Context: an optimization exercise on an open-source flow, tuned for a short achievable clock period and few clock cycles per item. The choices shown serve that exercise and are no tape-out recipe.
Only simulation tests tie the RTL to the original design; equivalence was not proved.
Power figures rest on the tool's default switching activity, not on a simulated workload.

===== flow/config.mk =====
export PLATFORM = sky130hd
export DESIGN_NAME = go_back_n_sender_top
export DESIGN_NICKNAME = go_back_n_sender_top
export VERILOG_FILES = /design/flow/design.v
export SDC_FILE = /design/flow/constraint.sdc
export NUM_CORES = 4
export LEC_CHECK = 0
export CAP_MARGIN = 20
export CORE_MARGIN = 2
export CORE_UTILIZATION = 40
export SLEW_MARGIN = 20

===== flow/constraint.sdc =====
create_clock -name core_clock -period 5.0 [get_ports {clk}]
set_input_delay 1.0000 -clock core_clock [delete_from_list [all_inputs] [get_ports {clk}]]
set_output_delay 1.0000 -clock core_clock [all_outputs]
set_load 0.01 [all_outputs]

===== flow/design.v =====
package gbn_pkg;
	localparam logic [1:0] CMD_DATA  = 2'd0;
	localparam logic [1:0] CMD_ACK   = 2'd1;
	localparam logic [1:0] CMD_ABORT = 2'd2;
	localparam logic [1:0] CMD_TICK  = 2'd3;
	localparam logic [2:0] KIND_DATA  = 3'd0;
	localparam logic [2:0] KIND_CONF  = 3'd1;
	localparam logic [2:0] KIND_ABORT = 3'd2;
	localparam logic [2:0] KIND_BREAK = 3'd3;
	localparam logic [2:0] KIND_DISC  = 3'd4;
	localparam logic [1:0] REG_CONNECT = 2'd0;
	localparam logic [1:0] REG_RETX    = 2'd1;
	localparam logic [1:0] REG_INACT   = 2'd2;
	localparam logic [15:0] CONNECT_RESET = 16'd5;
	localparam logic [15:0] RETX_RESET    = 16'd5;
	localparam logic [15:0] INACT_RESET   = 16'd10;
	typedef struct packed {
		logic [15:0] seq;
		logic [15:0] conn;
		logic        eom;
		logic [9:0]  len;
		logic [15:0] src;
		logic [15:0] dest;
		logic [31:0] payload;
	} frame_t;
	typedef struct packed {
		logic       tick;
		logic [2:0] arm;
		logic [2:0] disarm;
		logic       clear;
	} tmr_ctl_t;
endpackage
import gbn_pkg::*;
module gbn_timers (
	input  logic        clk,
	input  logic        arst_n,
	input  logic        tick,
	input  logic [2:0]  arm,
	input  logic [2:0]  disarm,
	input  logic [1:0]  recalc,
	input  logic [15:0] lim_connect,
	input  logic [15:0] lim_retx,
	input  logic [15:0] lim_inact,
	output logic [2:0]  fire
);
	logic [16:0] rem_q [3];
	logic [15:0] cnt_q [3];
	logic [2:0]  armed_q;
	logic [2:0]  le1_q;
	logic [2:0]  le2_q;
	logic [15:0] lim [3];
	assign lim[0] = lim_connect;
	assign lim[1] = lim_retx;
	assign lim[2] = lim_inact;
	assign fire = armed_q & le1_q;
	always_ff @(posedge clk or negedge arst_n) begin
		if (!arst_n) begin
			armed_q <= '0;
			le1_q   <= '0;
			le2_q   <= '0;
			for (int t = 0; t < 3; t++) begin
				rem_q[t] <= '0;
				cnt_q[t] <= '0;
			end
		end else begin
			for (int t = 0; t < 3; t++) begin
				if (recalc == 2'd2) begin
					rem_q[t] <= {1'b0, lim[t]} - {1'b0, cnt_q[t]};
				end else if (recalc == 2'd1) begin
					le1_q[t] <= rem_q[t][16] || (rem_q[t][15:1] == 15'd0);
					le2_q[t] <= rem_q[t][16] || (rem_q[t][15:2] == 14'd0 && rem_q[t][1:0] != 2'd3);
				end else if (arm[t]) begin
					armed_q[t] <= 1'b1;
					cnt_q[t]   <= '0;
					rem_q[t]   <= {1'b0, lim[t]};
					le1_q[t]   <= (lim[t][15:1] == 15'd0);
					le2_q[t]   <= (lim[t][15:2] == 14'd0 && lim[t][1:0] != 2'd3);
				end else if (disarm[t]) begin
					armed_q[t] <= 1'b0;
				end else if (tick && armed_q[t]) begin
					if (le1_q[t]) armed_q[t] <= 1'b0;
					cnt_q[t] <= cnt_q[t] + 16'd1;
					rem_q[t] <= rem_q[t] - 17'd1;
					le1_q[t] <= le2_q[t];
					le2_q[t] <= rem_q[t][16] || (rem_q[t][15:2] == 14'd0);
				end
			end
		end
	end
endmodule
import gbn_pkg::*;
module go_back_n_sender_top #(
	parameter int WINDOW = 5
) (
	input  logic        clk,
	input  logic        arst_n,
	input  logic        in_valid,
	output logic        in_stall,
	input  logic [1:0]  command,
	input  logic [15:0] seq_num,
	input  logic        end_of_message,
	input  logic [15:0] conn_id,
	input  logic [15:0] dest_address,
	input  logic [15:0] src_address,
	input  logic [9:0]  payload_len,
	input  logic [31:0] payload_word,
	output logic        out_valid,
	input  logic        out_stall,
	output logic [2:0]  kind,
	output logic [15:0] out_seq,
	output logic        out_eom,
	output logic [15:0] out_conn,
	output logic [15:0] out_dest,
	output logic [15:0] out_src,
	output logic [9:0]  out_len,
	output logic [31:0] out_payload,
	output logic        last_of_run,
	input  logic        psel,
	input  logic        penable,
	input  logic        pwrite,
	input  logic [3:0]  paddr,
	input  logic [31:0] pwdata,
	output logic [31:0] prdata,
	output logic        pready
);
	localparam int W  = 5;         
	localparam int D  = 16;        
	localparam int DW = 4;
	localparam int EW = 107 + 6;   
	localparam logic [1:0] M_IDLE = 2'd0, M_AWAIT = 2'd1, M_CONN = 2'd2, M_BREAK = 2'd3;
	logic          in_stall_q;
	logic          iv_q;
	logic [1:0]    icmd_q;
	logic [106:0]  if_q;
	logic [W-1:0]  mv_q;
	logic          eqf_q;
	logic          eq1_q;
	logic [1:0]    mode_q;
	logic [2:0]    cnt_q;
	logic [106:0]  win_q [W];
	logic [15:0]   fin_q;
	logic [15:0]   cc_q;
	logic          rs_q;
	logic [2:0]    rp_q;
	logic [1:0]    rc_q;
	logic [15:0]   lim_q [3];
	logic [EW-1:0] mem_q [D];
	logic [DW-1:0] wp_q;
	logic [DW-1:0] rd_q;
	logic [DW:0]   fc_q;
	logic          ov_q;
	logic [2:0]    ok_q;
	logic [106:0]  of_q;
	logic          ol_q;
	logic          otwo_q;
	logic          obrk_q;
	gbn_pkg::frame_t ifr;
	assign ifr = if_q;
	logic wr_en;
	assign wr_en  = psel && penable && pwrite;
	assign pready = 1'b1;
	always_comb begin
		unique case (paddr[3:2])
			REG_CONNECT: prdata = {16'd0, lim_q[0]};
			REG_RETX:    prdata = {16'd0, lim_q[1]};
			REG_INACT:   prdata = {16'd0, lim_q[2]};
			default:     prdata = '0;
		endcase
	end
	always_ff @(posedge clk or negedge arst_n) begin
		if (!arst_n) begin
			lim_q[0] <= CONNECT_RESET;
			lim_q[1] <= RETX_RESET;
			lim_q[2] <= INACT_RESET;
		end else if (wr_en) begin
			unique case (paddr[3:2])
				REG_CONNECT: lim_q[0] <= pwdata[15:0];
				REG_RETX:    lim_q[1] <= pwdata[15:0];
				REG_INACT:   lim_q[2] <= pwdata[15:0];
				default: ;
			endcase
		end
	end
	logic [2:0] fire;
	logic full, blk, go;
	logic t_data, t_ack, t_abort, t_tick;
	logic m_idle, m_await, m_conn, m_break, m_cb;
	logic [W-1:0] vld, mvv, pre, sh;
	logic newest_m;
	logic tk_abort, tk_resend, cmd_abort, ack_conn, ack_break, ack_cb, disc, drop;
	logic data_idle, data_conn, ack_await, await_conf, brk_conf, full5, rel_any;
	logic push_p, push_r, push;
	logic [2:0] arm, disarm;
	logic rs_d;
	assign full = (fc_q == (DW+1)'(D));
	assign blk  = rs_q || (rc_q != 2'd0) || full;
	assign go   = iv_q && !blk;
	assign t_data  = (icmd_q == CMD_DATA);
	assign t_ack   = (icmd_q == CMD_ACK);
	assign t_abort = (icmd_q == CMD_ABORT);
	assign t_tick  = (icmd_q == CMD_TICK);
	assign m_idle  = (mode_q == M_IDLE);
	assign m_await = (mode_q == M_AWAIT);
	assign m_conn  = (mode_q == M_CONN);
	assign m_break = (mode_q == M_BREAK);
	assign m_cb    = mode_q[1];
	always_comb begin
		for (int j = 0; j < W; j++) vld[j] = (cnt_q > 3'(j));
		mvv = mv_q & vld;
		pre[0] = mvv[0];
		for (int j = 1; j < W; j++) pre[j] = pre[j-1] | mvv[j];
		newest_m = 1'b0;
		for (int j = 0; j < W; j++) if (cnt_q == 3'(j + 1)) newest_m = mv_q[j];
	end
	assign rel_any = pre[W-1];
	assign tk_abort   = t_tick && ((m_await && fire[0]) || (m_cb && fire[2]));
	assign tk_resend  = t_tick && m_cb && !fire[2] && fire[1];
	assign cmd_abort  = t_abort && m_cb;
	assign ack_conn   = t_ack && m_conn;
	assign ack_break  = t_ack && m_break;
	assign ack_cb     = t_ack && m_cb;
	assign disc       = ack_conn && eqf_q;
	assign drop       = tk_abort || cmd_abort || disc;
	assign data_idle  = t_data && m_idle;
	assign data_conn  = t_data && m_conn;
	assign ack_await  = t_ack && m_await;
	assign await_conf = ack_await && eq1_q;
	assign brk_conf   = ack_break && newest_m;
	assign full5      = (cnt_q == 3'd4);
	assign sh         = (go && ack_cb) ? pre : '0;
	assign push_p = go && (data_idle || await_conf || cmd_abort || tk_abort || disc ||
		data_conn || brk_conf);
	assign push_r = rs_q && !full;
	assign push   = push_p || push_r;
	always_comb begin
		arm = 3'b000; disarm = 3'b000;
		if (go) begin
			if (drop) begin
				disarm = 3'b111;
			end else begin
				if (data_idle)  arm[0] = 1'b1;
				if (ack_await)  disarm[0] = 1'b1;
				if (await_conf) arm[2:1] = 2'b11;
				if (ack_cb)     arm[1] = 1'b1;
				if (ack_break)  arm[2] = 1'b1;
				if (data_conn)  begin arm[2] = 1'b1; if (full5) arm[1] = 1'b1; end
				if (tk_resend)  arm[1] = 1'b1;
			end
		end
	end
	gbn_timers u_timers (
		.clk(clk), .arst_n(arst_n), .tick(go && t_tick), .arm(arm), .disarm(disarm),
		.recalc(rc_q), .lim_connect(lim_q[0]), .lim_retx(lim_q[1]), .lim_inact(lim_q[2]),
		.fire(fire)
	);
	assign rs_d = (go && tk_resend && cnt_q != 3'd0) ||
		(rs_q && !(push_r && rp_q + 3'd1 == cnt_q));
	logic [EW-1:0] ent;
	logic [106:0]  win_rp;
	always_comb begin
		win_rp = win_q[0];
		for (int j = 1; j < W; j++) if (rp_q == 3'(j)) win_rp = win_q[j];
		if (rs_q) begin
			ent = {KIND_DATA, (rp_q + 3'd1 == cnt_q), 1'b0, 1'b0, win_rp};
		end else begin
			ent[106:91] = (t_abort || t_tick || (t_ack && m_conn)) ? 16'd0 : ifr.seq;
			ent[90:75]  = t_tick ? cc_q : ifr.conn;
			ent[74:0]   = t_data ? if_q[74:0] : 75'd0;
			ent[EW-1:EW-3] = t_data ? KIND_DATA : t_ack ? (m_conn ? KIND_DISC : KIND_CONF) : KIND_ABORT;
			ent[109] = !(t_data && m_conn);
			ent[108] = t_data && m_conn;
			ent[107] = full5;
		end
	end
	logic [W:0] eqw;
	logic       eqi, eq0, eqfin;
	logic [W-1:0] mv_d;
	always_comb begin
		for (int j = 0; j < W; j++) eqw[j] = (seq_num == win_q[j][106:91]);
		eqw[W] = 1'b0;
		eqi   = (seq_num == ifr.seq);
		eq0   = (seq_num == 16'd0);
		eqfin = (seq_num == fin_q);
		for (int j = 0; j < W; j++)
			mv_d[j] = (cnt_q <= 3'(j)) ? eqi : (sh[j] ? eqw[j+1] : eqw[j]);
	end
	always_ff @(posedge clk) begin
		if (!in_stall_q) begin
			icmd_q <= command;
			if_q   <= {seq_num, conn_id, end_of_message, payload_len, src_address,
				dest_address, payload_word};
			mv_q   <= mv_d;
			eqf_q  <= (go && drop) ? eq0 : (go && data_conn && ifr.eom) ? eqi : eqfin;
			eq1_q  <= (seq_num == 16'd1);
		end
		for (int j = 0; j < W; j++) begin
			if (cnt_q <= 3'(j)) win_q[j] <= if_q;
			else if (sh[j] && j < W - 1) win_q[j] <= win_q[(j < W - 1) ? j + 1 : j];
		end
		for (int e = 0; e < D; e++)
			if (wp_q == DW'(e) && !full) mem_q[e] <= ent;
	end
	logic ld, take;
	assign take = ov_q && !out_stall;
	assign ld   = (!ov_q || (take && !otwo_q)) && (fc_q != '0);
	always_ff @(posedge clk or negedge arst_n) begin
		if (!arst_n) begin
			in_stall_q <= 1'b0;
			iv_q   <= 1'b0;
			mode_q <= M_IDLE;
			cnt_q  <= '0;
			fin_q  <= '0;
			cc_q   <= '0;
			rs_q   <= 1'b0;
			rp_q   <= '0;
			rc_q   <= '0;
			wp_q   <= '0;
			rd_q   <= '0;
			fc_q   <= '0;
			ov_q   <= 1'b0;
		end else begin
			in_stall_q <= wr_en || (rc_q == 2'd2) || rs_d || (fc_q >= (DW+1)'(D - 2));
			if (!in_stall_q) iv_q <= in_valid;
			else if (go)     iv_q <= 1'b0;
			rc_q <= wr_en ? 2'd2 : (rc_q != 2'd0) ? rc_q - 2'd1 : 2'd0;
			rs_q <= rs_d;
			if (go && tk_resend) rp_q <= '0;
			else if (push_r)     rp_q <= rp_q + 3'd1;
			if (go) begin
				if (drop) begin
					mode_q <= M_IDLE;
					cnt_q  <= '0;
					fin_q  <= '0;
				end else begin
					if (data_idle)  mode_q <= M_AWAIT;
					if (await_conf) mode_q <= M_CONN;
					if (data_conn && full5) mode_q <= M_BREAK;
					if (brk_conf)   mode_q <= M_CONN;
					if (data_conn)  cnt_q <= cnt_q + 3'd1;
					else if (ack_cb && rel_any) cnt_q <= cnt_q - 3'd1;
					if (data_conn && ifr.eom) fin_q <= ifr.seq;
				end
				if (data_idle || data_conn || ack_await) cc_q <= ifr.conn;
			end
			if (push) wp_q <= wp_q + DW'(1);
			if (ld)   rd_q <= rd_q + DW'(1);
			fc_q <= fc_q + (DW+1)'(push) - (DW+1)'(ld);
			if (ld) ov_q <= 1'b1;
			else if (take && !otwo_q) ov_q <= 1'b0;
		end
	end
	logic [EW-1:0] head;
	assign head = mem_q[rd_q];
	always_ff @(posedge clk) begin
		if (ld) begin
			ok_q   <= head[EW-1:EW-3];
			ol_q   <= head[109];
			otwo_q <= head[108];
			obrk_q <= head[107];
			of_q   <= head[106:0];
		end else if (take && otwo_q) begin
			ok_q   <= obrk_q ? KIND_BREAK : KIND_CONF;
			ol_q   <= 1'b1;
			otwo_q <= 1'b0;
			if (obrk_q) of_q[106:91] <= 16'd0;
			of_q[74:0] <= 75'd0;
		end
	end
	gbn_pkg::frame_t ofr;
	assign ofr = of_q;
	assign in_stall    = in_stall_q;
	assign out_valid   = ov_q;
	assign kind        = ok_q;
	assign out_seq     = ofr.seq;
	assign out_eom     = ofr.eom;
	assign out_conn    = ofr.conn;
	assign out_dest    = ofr.dest;
	assign out_src     = ofr.src;
	assign out_len     = ofr.len;
	assign out_payload = ofr.payload;
	assign last_of_run = ol_q;
endmodule

===== flow/run.sh =====
#!/bin/bash
# synth_recipe.tcl (not shown) runs the flow's synth.tcl, then flattens the netlist and writes it again
# the make line also repeats each setting of config.mk as NAME=value (left out here)
make -C /OpenROAD-flow-scripts/flow DESIGN_CONFIG=/design/flow/config.mk WORK_HOME=/design/flow/orfs CLKGATE_MAP_FILE= SYNTH_SCRIPT=/design/flow/synth_recipe.tcl finish

==> metrics.md, run 1 <==
| Metric | Value |
|---|---|
| Capturing point of the worst reg2reg path | fc_q[4] |
| Critical Path Sink Type | output port |
| Remaining Overflow, GRT | 0 |
| CTS Buffer Depth | 4 |
| Synth top area cells | edfxtp_1 67%, mux2_2 5.1%, dfrtp_1 4.5%, a22oi_1 2.4%, mux2i_1 2.0% |
| DRT antenna net count | 0 |
| R2R setup slack | around 1100 ps |
| H-tree lvl count | 5 |
| Tightest Pin Transition | approximately 1300 ps |
| Overall routed net length | between 300,000 and 400,000 um |
| TritonCTS clock tree | built |
| Yosys top cell by area | edfxtp_1 |
| Netlist cell types | 85 |
| Final core occ | 0.4642 |
| Synthesis warning total | 11 |
| Commonest non-fill, non-tap cell in the layout | edfxtp_1 |
| Clk slew on worst S/H paths | about 60 ps |
| Critical path required time | about 4000 ps |
| Seq cells post-synth | approximately 2.8k |
| Fillcell total | 24.60k |
| Part of the Yosys area used for sequential elements | 0.7172 |
| Dpl cell area | 123,700 um2 |
| Slew Viols, Final | 0 |
| Rows | between 150 and 200 |
| Leak | between 0.04 and 0.05 uW |
| Inst Count DP | approximately 11k |
| Final hold slack | 188.3 ps |
| DR vias/cell | about 6 |
| Max-Cap Viols | 0 |
| Post_cts resized | 0 |
| 1st-pass router iterations | 7 |
| Hold crit path type | input port to asynchronous set/reset pin |
| PortBufs | roughly 260 |
| Crit path to | prdata[10] |
| Fin. Hold Viols | 0 |
| Via count | roughly 73k |
| Crit path kind | input port to output port |
| Worst setup SP type | input port |
| Die area | 292,300 um2 |
| WL per Instance | roughly 31 um |
| Outcome | finished clean |
| Die extent in x | 540.7 um |
| Crit path time final | 4115 ps |
| Power per cell area | ~660 nW/um2 |
| Post-synth EDFFs | roughly 2.6k |
| Cts hold-fix bufs | 0 |
| Die height | between 500 and 600 um |
| Core Area | ~290,000 um2 |
| Cell Area, Synth | between 100,000 and 150,000 um2 |
| Commonest non-fill, non-tap cells in the layout | 2,572 x edfxtp_1, 520 x mux2_2, 427 x nor2_1 |
| Syn Inst Count | 7,598 |
| Clock latency (worst-skew pair) | 880 ps |
| VDD IR max | ~0.00084 V |
| # IOs | roughly 300 |
| Synth top area share | 0.6704 |
| Total Routing Usage GR | 0.2482 |
| Clk sink count | approximately 2.8k |
| Hpwl dp | around 210,000 um |
| First-pass GRT wire length | between 500,000 and 600,000 um |
| Critical register-to-register path startpoint | cnt_q[2] |
| Total CTS buffers | just over 300 |
| Nets@finish | around 8.2k |
| RSZ-0062 raised after global routing | no |
| Largest net degree at the start of global routing | between 100 and 150 |
| Post-route clock period utilization | 0.8230 |
| Synth Flop Type | edfxtp_1 |
| Number of antenna violations at the first check in global routing | 16 |
| CTS root buffer | clkbuf_16 |
| Syn_area_per_cell | ~15 um2 |
| Final setup violation count | 0 |
| Number of global-route vias before repair | between 70k and 80k |
| Share of post-route cells with drive strength above 1 | 0.1608 |
| Setup Buffers After CTS | 0 |
| # DRC | 0 |
| Worst Path Arrival | about 3100 ps |
| Layout Cells excl Fill | roughly 12k |
| Post-synth ARST share | 0.07714 |
| R2R cell count | 17 |
| Design Area, Final | around 130,000 um2 |
| Worst-path fanout max | 20 |
| Final Skew | roughly 73 ps |
| Fmax | 0.2430 GHz |
| Slew headroom | 0.1659 |
| GP Congestion | 0.8494 |
| P&R area growth vs syn | 15.70% |
| CP Launch Point | paddr[3] |
| DR iter-0 viols | approximately 10k |
| Initial Utilization | 0.4012 |
==> state kept, by name, indices dropped and copies added, names as in the netlist, 3 cells and up <==
signal            count
win_q               535
fin_q                16
of_q                107
cnt_q                 3
cc_q                 16
u_timers.rem_q       51
u_timers.le2_q        3
u_timers.le1_q        3
rd_q                  4
rp_q                  3
if_q                107
fc_q                  5
u_timers.armed_q      3
wp_q                  4
mv_q                  5
mem_q              1808
u_timers.cnt_q       48
lim_q                48
ok_q                  3
==> area by class of cell <==
type / instances / area (um2) / share of cell area
repair buffers: 504 / 5323 / 0.03993
multi-input cells: 4210 / 30710 / 0.2304
diodes: 11 / 27.53 / 0.0002065
well taps: 3781 / 4731 / 0.03549
inverters: 101 / 386.6 / 0.002901
clock buffers: 385 / 8059 / 0.06046
clock inverters: 149 / 1420 / 0.01065
flip-flops and latches: 2787 / 82630 / 0.6200
==> critical path: stages <==
cell and delay (ps):
clkdlybuf4s50_1 460, buf_4 210, nor2b_1 430, buf_4 250
nand2_1 70, o21ai_0 110, clkdlybuf4s50_1 570
==> routing by layer <==
metal / wire length, um / vias up / track usage
met5: 51 / - / 0
met4: 9152 / 8 / 0.06281
met3: 39060 / 569 / 0.04301
met2: 168200 / 4157 / 0.3845
met1: 156200 / 37940 / 0.3621
li1: - / 30650 / -
==> kinds of logic after synthesis <==
group,share of synthesized area
DFF,0.7172
and+or+nand+nor,0.05011
xor gates and xnor gates,0.01688
buffers and inverters,0.02107
muxes,0.07058
adders and majority gates,0.01036
AOI/OAI and AO/OA,0.1137
other,0.00006519
==> power by group <==
group,total (uW),internal (uW),switching [uW]
Combinational,28300,9730,18600
Sequential,37700,34400,3340
Clock,21800,12500,9260
Total,87800,56600,31200
==> through the flow <==
stage           TNS, ps  setup WS (ps)  power, uW
6_report              0          885.1      87810
2_1_floorplan  -1921210          -2634      53360
5_1_grt               0          739.7      91000
3_3_place_gp          0          916.6      65240
3_5_place_dp          0          895.0      65940
4_1_cts               0          882.3      87600
==> synth_stat cells, drive strengths merged (19+ instances only) <==
library cell	count
a222oi	81
nand2b	21
o21ai	283
o221a	26
dfrtp	209
a211oi	140
nor2	441
nand2	363
o211ai	41
nand4	70
edfxtp	2572
a22o	207
a31oi	47
a21oi	417
inv	101
nor2b	23
buf	124
nor3	67
clkbuf	391
or3	19
a22oi	365
and3	33
nor4	61
nand3	89
xnor2	102
a221oi	108
xor2	120
mux2	520
mux2i	225
o21a	21
ha	89
o2111ai	26
and2	30
==> worst min path at each step <==
stage / to / slack [ps] / cells after the start
2_1_floorplan: u_timers.armed_q[1] / 460 / 2
4_1_cts: fin_q[9] / 190 / 1
6_report: u_timers.rem_q[2][8] / 190 / 1
5_1_grt: u_timers.rem_q[2][8] / 230 / 1
3_3_place_gp: u_timers.le2_q[2] / 480 / 1
3_5_place_dp: u_timers.le2_q[2] / 490 / 1
Testbench counts, summed over its fixed seeds: cycles 5,635, commands 5,600.
==> run 2: changes to the inputs <==
--- a/flow/design.v
+++ b/flow/design.v
@@ -147,7 +147,7 @@
 	logic [EW-1:0] mem_q [D];
 	logic [DW-1:0] wp_q;
 	logic [DW-1:0] rd_q;
-	logic [DW:0]   fc_q;
+	logic [D-1:0]  fc_q;      
 	logic          ov_q;
 	logic [2:0]    ok_q;
 	logic [106:0]  of_q;
@@ -192,7 +192,7 @@
 	logic push_p, push_r, push;
 	logic [2:0] arm, disarm;
 	logic rs_d;
-	assign full = (fc_q == (DW+1)'(D));
+	assign full = fc_q[D-1];
 	assign blk  = rs_q || (rc_q != 2'd0) || full;
 	assign go   = iv_q && !blk;
 	assign t_data  = (icmd_q == CMD_DATA);
@@ -302,7 +302,7 @@
 	end
 	logic ld, take;
 	assign take = ov_q && !out_stall;
-	assign ld   = (!ov_q || (take && !otwo_q)) && (fc_q != '0);
+	assign ld   = (!ov_q || (take && !otwo_q)) && fc_q[0];
 	always_ff @(posedge clk or negedge arst_n) begin
 		if (!arst_n) begin
 			in_stall_q <= 1'b0;
@@ -319,7 +319,7 @@
 			fc_q   <= '0;
 			ov_q   <= 1'b0;
 		end else begin
-			in_stall_q <= wr_en || (rc_q == 2'd2) || rs_d || (fc_q >= (DW+1)'(D - 2));
+			in_stall_q <= wr_en || (rc_q == 2'd2) || rs_d || fc_q[D-3];
 			if (!in_stall_q) iv_q <= in_valid;
 			else if (go)     iv_q <= 1'b0;
 			rc_q <= wr_en ? 2'd2 : (rc_q != 2'd0) ? rc_q - 2'd1 : 2'd0;
@@ -344,7 +344,8 @@
 			end
 			if (push) wp_q <= wp_q + DW'(1);
 			if (ld)   rd_q <= rd_q + DW'(1);
-			fc_q <= fc_q + (DW+1)'(push) - (DW+1)'(ld);
+			if (push && !ld)      fc_q <= {fc_q[D-2:0], 1'b1};
+			else if (ld && !push) fc_q <= {1'b0, fc_q[D-1:1]};
 			if (ld) ov_q <= 1'b1;
 			else if (take && !otwo_q) ov_q <= 1'b0;
 		end
--- a/flow/config.mk
+++ b/flow/config.mk
@@ -8,4 +8,5 @@
 export CAP_MARGIN = 20
 export CORE_MARGIN = 2
 export CORE_UTILIZATION = 40
+export SETUP_SLACK_MARGIN = 2.0
 export SLEW_MARGIN = 20
==> metrics.md, run 2 <==
| Metric | Value |
|---|---|
| Outcome | failed layout checks |
| Violated checks | antenna rules |
| Slew headroom | 0.2263 (+0.06035) |
| Critical Path Sink Type | flop |
| Final setup violation count | 0 (unchanged) |
| Power per cell area | 616.3 nW/um2 (-6.4%) |
| Fin worst setup slack | 1965 ps (+1080 ps) |
| TritonCTS clock tree | built |
| Most flops, register | mem_q |
| Share of post-route cells with drive strength above 1 | 0.1928 (+0.03203) |
| Number of antenna violations at the first check in global routing | 22 (+6) |
| Leak | 0.04510 uW (+1.2%) |
| Rows | 196 (-0.51%) |
| Worst Path Arrival | 3660 ps (+550 ps) |
| Die extent in x | 540.2 um (about the same) |
| First-pass GRT wire length | 529,600 um (+0.82%) |
| Dpl cell area | 123,300 um2 (-0.37%) |
| Max reg flops | 1,808 (unchanged) |
| Register area | 82,920 um2 (+0.34%) |
| H-tree lvl count | 5 (unchanged) |
| Most frequent cells after synthesis | 2,572 x edfxtp_1, 510 x mux2_2, 411 x nor2_1 |
| Slew Viols, Final | 0 (unchanged) |
| WL per Instance | 31.63 um (+1.2%) |
| CTS Buffer Depth | 4 (unchanged) |
| Setup TNS | 0 ps (unchanged) |
| Synth top area share | 0.6717 (+0.001226) |
| Crit path kind | flop to flop |
| Post-route clock period utilization | 0.6070 (-0.2160) |
| CTS root buffer | clkbuf_16 |
| Die area | 291,800 um2 (-0.18%) |
| Netlist cell types | 89 (+4.7%) |
| Tightest Pin Transition | 1161 ps (-90.53 ps) |
| Die height | 540.2 um (about the same) |
| GP Congestion | 0.8387 (-1.3%) |
| Final hold slack | 234.8 ps (+46.56 ps) |
| Multi-input logic area | 30,900 um2 (+0.63%) |
| Syn Inst Count | 7,519 (-1.0%) |
| Pre-CTS WS | 953.3 ps (+58.32 ps) |
| Most common cell in the synthesized netlist | edfxtp_1 |
| Total Routing Usage GR | 0.2512 (+0.002937) |
| Leading registers by flop count | mem_q (1808), win_q (535) |
| DRT antenna net count | 1 (+1) |
| Fillcell total | 24.48k (-0.47%) |
| Synth Flop Type | edfxtp_1 |
| Synth top area cells | edfxtp_1 67%, mux2_2 5.0%, dfrtp_1 4.8%, a22oi_1 2.5%, mux2i_1 2.0% |
| Initial Utilization | 0.4028 (+0.001657) |
| Commonest non-fill, non-tap cell in the layout | edfxtp_1 |
| Seq cells post-synth | 2,798 (+0.39%) |
| Overall routed net length | 378,600 um (+1.6%) |
| Synthesis warning total | 11 (unchanged) |
| Yosys top cell by area | edfxtp_1 |
| Worst setup SP type | flop |
| Fin. Hold Viols | 0 (unchanged) |
| Critical path required time | 5630 ps (+1630 ps) |
| # IOs | 298 (unchanged) |
| Nets@finish | 8,192 (+0.47%) |
| RSZ-0062 raised after global routing | yes |
| Max-Cap Viols | 0 (unchanged) |
| Part of the Yosys area used for sequential elements | 0.7209 (+0.003705) |
| Cell Area, Synth | 115,000 um2 (-0.18%) |
| Post-synth ARST share | 0.08077 (+0.003628) |
| Number of global-route vias before repair | 70.45k (-0.71%) |
| Fmax | 0.3295 GHz (+36%) |
| 1st-pass router iterations | 6 (-1) |
| Core Area | 285,500 um2 (-0.59%) |
| Worst-path fanout max | 12 (-40%) |
| Final Skew | 79.13 ps (+5.822 ps) |
| PortBufs | 262 (unchanged) |
| Design Area, Final | 134,300 um2 (+0.78%) |
| VDD IR max | 0.0007708 V (-7.7%) |
| DR vias/cell | 6.146 (about the same) |
| # DRC | 0 (unchanged) |
| Commonest non-fill, non-tap cells in the layout | 2,572 x edfxtp_1, 510 x mux2_2, 398 x nor2_1 |
| Total CTS buffers | 303 (-0.66%) |
| Hold crit path type | input port to asynchronous set/reset pin |
| Via count | 73.58k (+0.35%) |
| Clk sink count | 2,798 (+0.39%) |
| P&R area growth vs syn | 16.82% |
| Clock latency (worst-skew pair) | 880 ps (about the same) |
| DR iter-0 viols | 10.04k (-1.7%) |
| Remaining Overflow, GRT | 0 (unchanged) |
| Clk slew on worst S/H paths | 60 ps (about the same) |
| Crit path time final | 3035 ps (-1080 ps) |
| Post-synth EDFFs | 2,572 (unchanged) |
| Syn_area_per_cell | 15.29 um2 (+0.87%) |
| Hpwl dp | 209,800 um (-2.0%) |
| Largest net degree at the start of global routing | 120 (+2.6%) |
## run 2: changes by cell type after synthesis, moves of 11 or more
cell	before	now
dfrtp_1	209	220
nor2b_1	23	34
nor2_1	441	411
a21oi_1	416	396
nand4_1	70	85
o21a_1	21	6
a22oi_1	365	380
a222oi_1	81	66
o21ai_0	268	301
o221a_2	26	40
## run 2: final timing paths
path                                    from           endpoint  slack (ps)  depth (start not counted)
setup / recovery                     rd_q[1]           of_q[40]        1970                         10
max in group asynchronous             arst_n               rs_q        3650                          2
hold / removal                        arst_n       lim_q[2][11]         230                          1
min in group core_clock    u_timers.le2_q[0]  u_timers.le2_q[0]         480                          2
hold reg to reg            u_timers.le2_q[0]  u_timers.le2_q[0]         480                          2
setup reg to reg                     rd_q[1]           of_q[40]        1970                         10
## run 2: cells by family after synthesis
group | count (synthesis) | synth area share
DFF | 2798 | 0.7209
buffers and inverters | 596 | 0.02045
AOI/OAI and AO/OA | 1857 | 0.1131
xor gates and xnor gates | 224 | 0.01706
muxes | 744 | 0.07053
and+or+nand+nor | 1214 | 0.04853
adders and majority gates | 84 | 0.009336
other | 2 | 0.00006531
## run 2: metrics by stage
stage               power, uW    util  instances
floorplan               49670       -       7534
global placement        59680  0.4317      11290
detailed placement      60220  0.4318      11290
CTS                     82470  0.4686      11920
global route            85630  0.4705      11960
finish                  82790  0.4706      11970
## run 2: per-layer routing
metal	GRT usage	vias up	routed length (um)
li1	-	30700	-
met1	0.3580	38030	154700
met2	0.3985	4167	174600
met3	0.03940	670	37880
met4	0.07012	14	11370
met5	0	-	86
## run 2: cell type report
type	count	share of cell area
clock buffers	394	0.06126
flip-flops and latches	2798	0.6173
clock inverters	145	0.008374
repair buffers	597	0.04478
inverters	100	0.002897
diodes	19	0.0003539
well taps	3762	0.03504
multi-input cells	4156	0.2300
## run 2: power by group
group / switching, uW / internal (uW)
clock: 9190 / 12200
sequential: 2730 / 32800
combinational: 16500 / 9280
## run 2: critical path, stage by stage (launching register included)
cell and delay, ps:
dfrtp_2 460, inv_1 190, ha_4 280, buf_4 190, nor2b_1 270, and2_4 350, buf_4 290, a221oi_1 120
nand4_1 150, a21oi_2 80, nor2_1 370
## run 2: repair_timing
item,4_1_cts,5_1_grt
endpoints found under the setup margin,1837,1431
cloned,17,1
endpoints found under the hold margin,0,0
pin swaps,17,11
hold buffers,0,0
resized for setup,260,64
setup buffers,75,29
Testbench counts of run 2, summed over its fixed seeds: cycles 5,635, commands 5,600.

static timing again, ports no longer ideal:
How much do the figures lean on ideal ports? The routed layouts below were timed once more, with nothing changed but the port constraints.
Step 1 sets driving cells, clkbuf_16 on the clock port and buf_2 on the other inputs (assumed; they add their load-dependent delay and slew).
Step 2 moves the port delays by t, midway between the first and last clock arrival at a register: inputs arrive t later, outputs are due t later. That takes back most of the time a late clock gives input paths.
a / b / c = no drivers / after step 1 / after step 2; a / b = the first two.
run | t, ns | setup WS [ns] | slew at the worst register clock pin (ns) | worst slew at a driven data input, ns
run 1 | 0.944 | 0.885 / 0.862 / 0.862 | 0.07 / 0.07 | 0.10
run 2 | 0.937 | 1.965 / 1.940 / 1.288 | 0.07 / 0.07 | 0.10
The setup slack of run 2, which loses most, moves by -0.025 ns with the drivers and by -0.677 ns with both steps.
